Background: an optimization exercise with open tools, aiming at small area, a short achievable clock period and few clock cycles per item. Do not read the settings as production practice.
In this exercise RTL edits were held to simulation tests only and were not proved equivalent to the original.
No activity file was given, so power comes from the tool's default toggle rates.

build 52:
Design fx_arith_top, start of the top module:
module fx_arith_top (
  input  logic             clk,
  input  logic             rst_n,
  input  logic             in_valid,
  output logic             in_ready,
  input  fx_pkg::fx_word_t num_a,     
  input  fx_pkg::fx_word_t num_b,     
  input  logic             op_mul,
  output logic             out_valid,
  input  logic             out_ready,
  output fx_pkg::fx_word_t result,
  output logic             overflow,
  output logic             precision_lost
);
For scale: about 910 cells after synthesis, ~82 flip-flops, about 57 I/O pins, roughly 9300 µm² of cells after synthesis.
clock: 5.5 ns
lec_check: 0
abc_area: 1
cap_margin: 20
core_margin: 2
core_utilization: 60
cts_buf_list: sky130_fd_sc_hd__clkbuf_4 sky130_fd_sc_hd__clkbuf_8
place_density: 0.75
setup_slack_margin: 2.5
slew_margin: 20
standard.sh (not shown) runs the stock make flow with config.mk's settings and CLKGATE_MAP_FILE= SYNTH_SCRIPT=/design/flow/synth_recipe.tcl, a recipe that flattens the netlist after the stock synthesis.
==> flow/flow/run.sh <==
#!/bin/bash
# Own layout flow: the standard flow, with the design's one-gate modules
# (full and half adders, Booth select gates, multiplexers) given as the
# cells they stand for. Everything else, registers included, goes through
# the standard synthesis unchanged. Ports are buffered with plain buffers
# rather than delay cells, the resizer may change a cell's footprint, and
# after global placement each register output with a large fanout gets a
# buffer (flow/bufregs.tcl).
set -euo pipefail
work=$(pwd)
python3 flow/subst.py design.v flow/cells.v > design_cells.v 2> subst.log
bash standard.sh VERILOG_FILES="$work/design_cells.v" \
  BUFFER_PORTS_ARGS="-buffer_cell sky130_fd_sc_hd__buf_1" \
  MATCH_CELL_FOOTPRINT=0 \
  POST_GLOBAL_PLACE_TCL="$work/flow/bufregs.tcl" finish > standard.log 2>&1
==> flow/flow/bufregs.tcl <==
# After global placement: give every register output that drives many pins a
# buffer of its own, so that the register (a weak edfxtp_1) drives one pin
# and the buffer drives the rest.
set nbuf 0
foreach inst [get_cells *] {
  if { [get_property $inst ref_name] ne "sky130_fd_sc_hd__edfxtp_1" } { continue }
  set q [get_pins -of_objects $inst -filter "direction == output"]
  set net [get_nets -of_objects $q]
  set loads [get_pins -of_objects $net -filter "direction == input"]
  if { [llength $loads] > 6 } {
    insert_buffer -buffer_cell sky130_fd_sc_hd__buf_4 -net [get_full_name $net]
    incr nbuf
  }
}
puts "bufregs: buffered $nbuf register outputs"
==> flow/flow/cells.v <==
// Cell-level bodies for the design's one-gate modules. flow/run.sh puts
// these in place of the RTL bodies before synthesis, so that each module
// becomes exactly the cell named here; the function is the same.

module fx_fa (input a, input b, input c, output s, output co);
  sky130_fd_sc_hd__fa_1 u (.A(a), .B(b), .CIN(c), .SUM(s), .COUT(co));
endmodule

module fx_ha (input a, input b, output s, output co);
  sky130_fd_sc_hd__ha_1 u (.A(a), .B(b), .SUM(s), .COUT(co));
endmodule

module fx_hai (input a, input b, output s, output co);
  sky130_fd_sc_hd__xnor2_1 us (.A(a), .B(b), .Y(s));
  sky130_fd_sc_hd__or2_1 uc (.A(a), .B(b), .X(co));
endmodule

module fx_o22ai (input a1, input a2, input b1, input b2, output y);
  sky130_fd_sc_hd__o22ai_1 u (.A1(a1), .A2(a2), .B1(b1), .B2(b2), .Y(y));
endmodule

module fx_nor2 (input a, input b, output y);
  sky130_fd_sc_hd__nor2_1 u (.A(a), .B(b), .Y(y));
endmodule

module fx_xnor2 (input a, input b, output y);
  sky130_fd_sc_hd__xnor2_1 u (.A(a), .B(b), .Y(y));
endmodule

module fx_nand2b (input a_n, input b, output y);
  sky130_fd_sc_hd__nand2b_1 u (.A_N(a_n), .B(b), .Y(y));
endmodule

module fx_mux2i (input a0, input a1, input s, output y);
  sky130_fd_sc_hd__mux2i_1 u (.A0(a0), .A1(a1), .S(s), .Y(y));
endmodule
Other scripts of this flow, unchanged in this note and not shown: flow/flow/subst.py
The final layout from build 52, which completed every stage, passed the timing, design-rule and antenna checks at the end of the flow.
Testbench counts of build 52, summed over its fixed seeds: cycles 12,016, items 12,000.
Relative to build 52, the following input files were edited for build 96:
Settings: CORE_UTILIZATION changed from 60 to 40; PLACE_DENSITY removed (was 0.75); SETUP_SLACK_MARGIN changed from 2.5 to 1.8.
==> flow/flow/run.sh <==
#!/bin/bash
# Own layout flow: the standard flow, with the design's one-gate modules
# (full and half adders, Booth select gates) given as the cells they stand
# for. Everything else, registers included, goes through the standard
# synthesis unchanged. Ports are buffered with plain buffers rather than
# delay cells, and the resizer may change a cell's footprint.
set -euo pipefail
work=$(pwd)
python3 flow/subst.py design.v flow/cells.v > design_cells.v 2> subst.log
bash standard.sh VERILOG_FILES="$work/design_cells.v" \
  BUFFER_PORTS_ARGS="-buffer_cell sky130_fd_sc_hd__buf_1" \
  MATCH_CELL_FOOTPRINT=0 finish > standard.log 2>&1
-- flow/flow/cells.v --
<<< build 52, line 3
// becomes exactly the cell named here; the function is the same.

module fx_fa (input a, input b, input c, output s, output co);
>>> build 96, line 3
// becomes exactly the cell named here; the function is the same.
module fx_fa (input a, input b, input c, output s, output co);
<<< build 52, line 17

module fx_o22ai (input a1, input a2, input b1, input b2, output y);
>>> build 96, line 16

module fx_aoi22 (input a, input b, input c, input d, output y);
  sky130_fd_sc_hd__a22oi_1 u (.A1(a), .A2(b), .B1(c), .B2(d), .Y(y));
endmodule

module fx_xor2 (input a, input b, output y);
  sky130_fd_sc_hd__xor2_1 u (.A(a), .B(b), .X(y));
endmodule

module fx_xnor2 (input a, input b, output y);
  sky130_fd_sc_hd__xnor2_1 u (.A(a), .B(b), .Y(y));
endmodule

module fx_nand2 (input a, input b, output y);
  sky130_fd_sc_hd__nand2_1 u (.A(a), .B(b), .Y(y));
endmodule

module fx_mux2i (input a0, input a1, input s, output y);
  sky130_fd_sc_hd__mux2i_1 u (.A0(a0), .A1(a1), .S(s), .Y(y));
endmodule

module fx_o22ai (input a1, input a2, input b1, input b2, output y);
<<< build 52, line 25

module fx_xnor2 (input a, input b, output y);
  sky130_fd_sc_hd__xnor2_1 u (.A(a), .B(b), .Y(y));
endmodule

module fx_nand2b (input a_n, input b, output y);
>>> build 96, line 44

module fx_nand2b (input a_n, input b, output y);
<<< build 52, line 32
endmodule

module fx_mux2i (input a0, input a1, input s, output y);
  sky130_fd_sc_hd__mux2i_1 u (.A0(a0), .A1(a1), .S(s), .Y(y));
endmodule
>>> build 96, line 47
endmodule
removed: flow/flow/bufregs.tcl
==> summary.txt <==
Result for build 52 and build 96: all clean
Of the two candidates, build 52 has the better hold slack and build 96 the worse one.
Min detailed route wirelength on metal2 across build 52 and build 96: build 96
NOTE final wirelength build 52->build 96 decreased by more than 10%
Sum of net half-perimeters after detailed placement sits higher in build 96 than in build 52.
The inputs of build 39 differ from those of build 96 as listed below.
Settings: changing SETUP_SLACK_MARGIN from 1.8 to 2.1; changing CORE_UTILIZATION from 40 to 60; setting PLACE_DENSITY to 0.75 for the first time.
==> flow/flow/run.sh <==
#!/bin/bash
# Own layout flow: the standard flow, with the design's one-gate modules
# (full and half adders, Booth select gates, multiplexers) given as the
# cells they stand for. Everything else, registers included, goes through
# the standard synthesis unchanged. Ports are buffered with plain buffers
# rather than delay cells, the resizer may change a cell's footprint, and
# after global placement each register output with a large fanout gets a
# buffer (flow/bufregs.tcl).
set -euo pipefail
work=$(pwd)
python3 flow/subst.py design.v flow/cells.v > design_cells.v 2> subst.log
bash standard.sh VERILOG_FILES="$work/design_cells.v" \
  BUFFER_PORTS_ARGS="-buffer_cell sky130_fd_sc_hd__buf_1" \
  MATCH_CELL_FOOTPRINT=0 \
  POST_GLOBAL_PLACE_TCL="$work/flow/bufregs.tcl" finish > standard.log 2>&1
==> flow/flow/bufregs.tcl (new file) <==
# After global placement: give every register output that drives many pins a
# buffer of its own, so that the register (a weak edfxtp_1) drives one pin
# and the buffer drives the rest.
set nbuf 0
foreach inst [get_cells *] {
  if { [get_property $inst ref_name] ne "sky130_fd_sc_hd__edfxtp_1" } { continue }
  set q [get_pins -of_objects $inst -filter "direction == output"]
  set net [get_nets -of_objects $q]
  set loads [get_pins -of_objects $net -filter "direction == input"]
  if { [llength $loads] > 6 } {
    insert_buffer -buffer_cell sky130_fd_sc_hd__buf_4 -net [get_full_name $net]
    incr nbuf
  }
}
puts "bufregs: buffered $nbuf register outputs"
==> flow/flow/cells.v <==
// Cell-level bodies for the design's one-gate modules. flow/run.sh puts
// these in place of the RTL bodies before synthesis, so that each module
// becomes exactly the cell named here; the function is the same.

module fx_fa (input a, input b, input c, output s, output co);
  sky130_fd_sc_hd__fa_1 u (.A(a), .B(b), .CIN(c), .SUM(s), .COUT(co));
endmodule

module fx_ha (input a, input b, output s, output co);
  sky130_fd_sc_hd__ha_1 u (.A(a), .B(b), .SUM(s), .COUT(co));
endmodule

module fx_hai (input a, input b, output s, output co);
  sky130_fd_sc_hd__xnor2_1 us (.A(a), .B(b), .Y(s));
  sky130_fd_sc_hd__or2_1 uc (.A(a), .B(b), .X(co));
endmodule

module fx_o22ai (input a1, input a2, input b1, input b2, output y);
  sky130_fd_sc_hd__o22ai_1 u (.A1(a1), .A2(a2), .B1(b1), .B2(b2), .Y(y));
endmodule

module fx_nor2 (input a, input b, output y);
  sky130_fd_sc_hd__nor2_1 u (.A(a), .B(b), .Y(y));
endmodule

module fx_xnor2 (input a, input b, output y);
  sky130_fd_sc_hd__xnor2_1 u (.A(a), .B(b), .Y(y));
endmodule

module fx_nand2b (input a_n, input b, output y);
  sky130_fd_sc_hd__nand2b_1 u (.A_N(a_n), .B(b), .Y(y));
endmodule

module fx_mux2i (input a0, input a1, input s, output y);
  sky130_fd_sc_hd__mux2i_1 u (.A0(a0), .A1(a1), .S(s), .Y(y));
endmodule
- Build 39 finished every step from synthesis to the final layout, and the layout passed the timing, design-rule and antenna checks.
- Build 96 ended up with more cell instances than build 39 did.
- Summary: with build 96 as the reference, horizontal die dimension in build 39 moved down by more than 10%.
- Between build 96 and build 39, the flow reports first-pass GRT wire length decreasing by a few percent.
- Overall routed net length ends up lower on build 39.
- The fraction of power consumed by the clock network of build 96 and that of build 39 are within noise of each other.
- There was hardly any difference in share of final layout cell area taken by clock buffers and inverters between build 39 and build 96.
- Comparing the two runs side by side, build 39 comes out behind build 96 on clock skew.
- Build 39 vs. build 96: global routing usage summed across all routing layers now sits higher, signal arrival time at the worst endpoint now sits lower.
- Combinational-cell power consumption grows slightly when moving from build 96 to build 39.
- For build 96, the last element of the critical path was sum_x[10], unlike build 39, where it was ovf_nc[0].
Changes in build 3 relative to build 39:
Settings: SETUP_SLACK_MARGIN: 2.1 -> 1.2; PLACE_DENSITY: 0.75 -> unset; CORE_UTILIZATION: 60 -> 40.
-- flow/flow/cells.v --
<<< build 39, line 3
// becomes exactly the cell named here; the function is the same.

module fx_fa (input a, input b, input c, output s, output co);
>>> build 3, line 3
// becomes exactly the cell named here; the function is the same.
module fx_fa (input a, input b, input c, output s, output co);
<<< build 39, line 17

module fx_o22ai (input a1, input a2, input b1, input b2, output y);
>>> build 3, line 16

module fx_aoi22 (input a, input b, input c, input d, output y);
  sky130_fd_sc_hd__a22oi_1 u (.A1(a), .A2(b), .B1(c), .B2(d), .Y(y));
endmodule

module fx_xor2 (input a, input b, output y);
  sky130_fd_sc_hd__xor2_1 u (.A(a), .B(b), .X(y));
endmodule

module fx_xnor2 (input a, input b, output y);
  sky130_fd_sc_hd__xnor2_1 u (.A(a), .B(b), .Y(y));
endmodule

module fx_nand2 (input a, input b, output y);
  sky130_fd_sc_hd__nand2_1 u (.A(a), .B(b), .Y(y));
endmodule

module fx_mux2i (input a0, input a1, input s, output y);
  sky130_fd_sc_hd__mux2i_1 u (.A0(a0), .A1(a1), .S(s), .Y(y));
endmodule

module fx_o22ai (input a1, input a2, input b1, input b2, output y);
<<< build 39, line 25

module fx_xnor2 (input a, input b, output y);
  sky130_fd_sc_hd__xnor2_1 u (.A(a), .B(b), .Y(y));
endmodule

module fx_nand2b (input a_n, input b, output y);
>>> build 3, line 44

module fx_nand2b (input a_n, input b, output y);
<<< build 39, line 32
endmodule

module fx_mux2i (input a0, input a1, input s, output y);
  sky130_fd_sc_hd__mux2i_1 u (.A0(a0), .A1(a1), .S(s), .Y(y));
endmodule
>>> build 3, line 47
endmodule
--- outcome ---
Build 3 | stages: all done | timing, DRC, antenna: all pass. The run showing the smaller hold slack is build 39. Build 39 → build 3: die span in x now larger, routed length on met2 now smaller, cell count now larger, power per cell area now smaller, global-route wire length before repair now larger. [compare] base=build 39 new=build 3: setup slack saw a decrease; via count saw a decrease; area used by multi-input combinational logic saw a decrease.
Inputs modified between build 3 and build 29:
Settings: a change of SETUP_SLACK_MARGIN from 1.2 to 2.1; a change of CORE_UTILIZATION from 40 to 60; an added PLACE_DENSITY of 0.75.
[summary]
Depth of the CTS H-tree came out exactly the same in build 29 and build 3.
Build 29 against build 3: total global-route track usage picked up an extra 9.3 points; setup slack moved up.
Build 29 does worse than build 3 on post-layout total power.
Share of power burned in combinational logic: build 29 vs build 3 up 0.6 points
As far as net switching share of the total power is concerned, build 3 and build 29 perform about the same.
Depth of the critical timing path with buffers and inverters included for build 29: 1 up relative to build 3
Cell count of build 29 falls short of that of build 3 by a little under 10%.

-- port drivers added, routing unchanged --
The results above use ideal ports. As a check the final layouts listed here were re-extracted and re-timed, cells and wires unchanged.
Step 1 sets driving cells, clkbuf_16 on the clock port and buf_2 on the other inputs (assumed; they add their load-dependent delay and slew).
Step 2 moves the port delays by t, midway between the first and last clock arrival at a register: inputs arrive t later, outputs are due t later. That takes back most of the time a late clock gives input paths.
a / b / c = ideal ports / drivers / drivers and shift; a / b = the first two.
| run | t (ns) | setup WS [ns] | slew at the worst register clock pin (ns) | worst data-port slew with drivers (ns) | cell pins on the clock port's net |
|---|---|---|---|---|---|
| build 52 | 0.417 | 1.992 / 1.992 / 1.992 | 0.10 / 0.10 | 0.05 | 1 |
| build 96 | 0.417 | 1.886 / 1.886 / 1.886 | 0.10 / 0.10 | 0.03 | 1 |
| build 39 | 0.416 | 2.095 / 2.095 / 2.095 | 0.11 / 0.11 | 0.05 | 1 |
| build 3 | 0.410 | 1.957 / 1.957 / 1.957 | 0.10 / 0.10 | 0.04 | 1 |
| build 29 | 0.416 | 2.095 / 2.095 / 2.095 | 0.11 / 0.11 | 0.05 | 1 |
After both steps setup and hold are still met in every run listed.
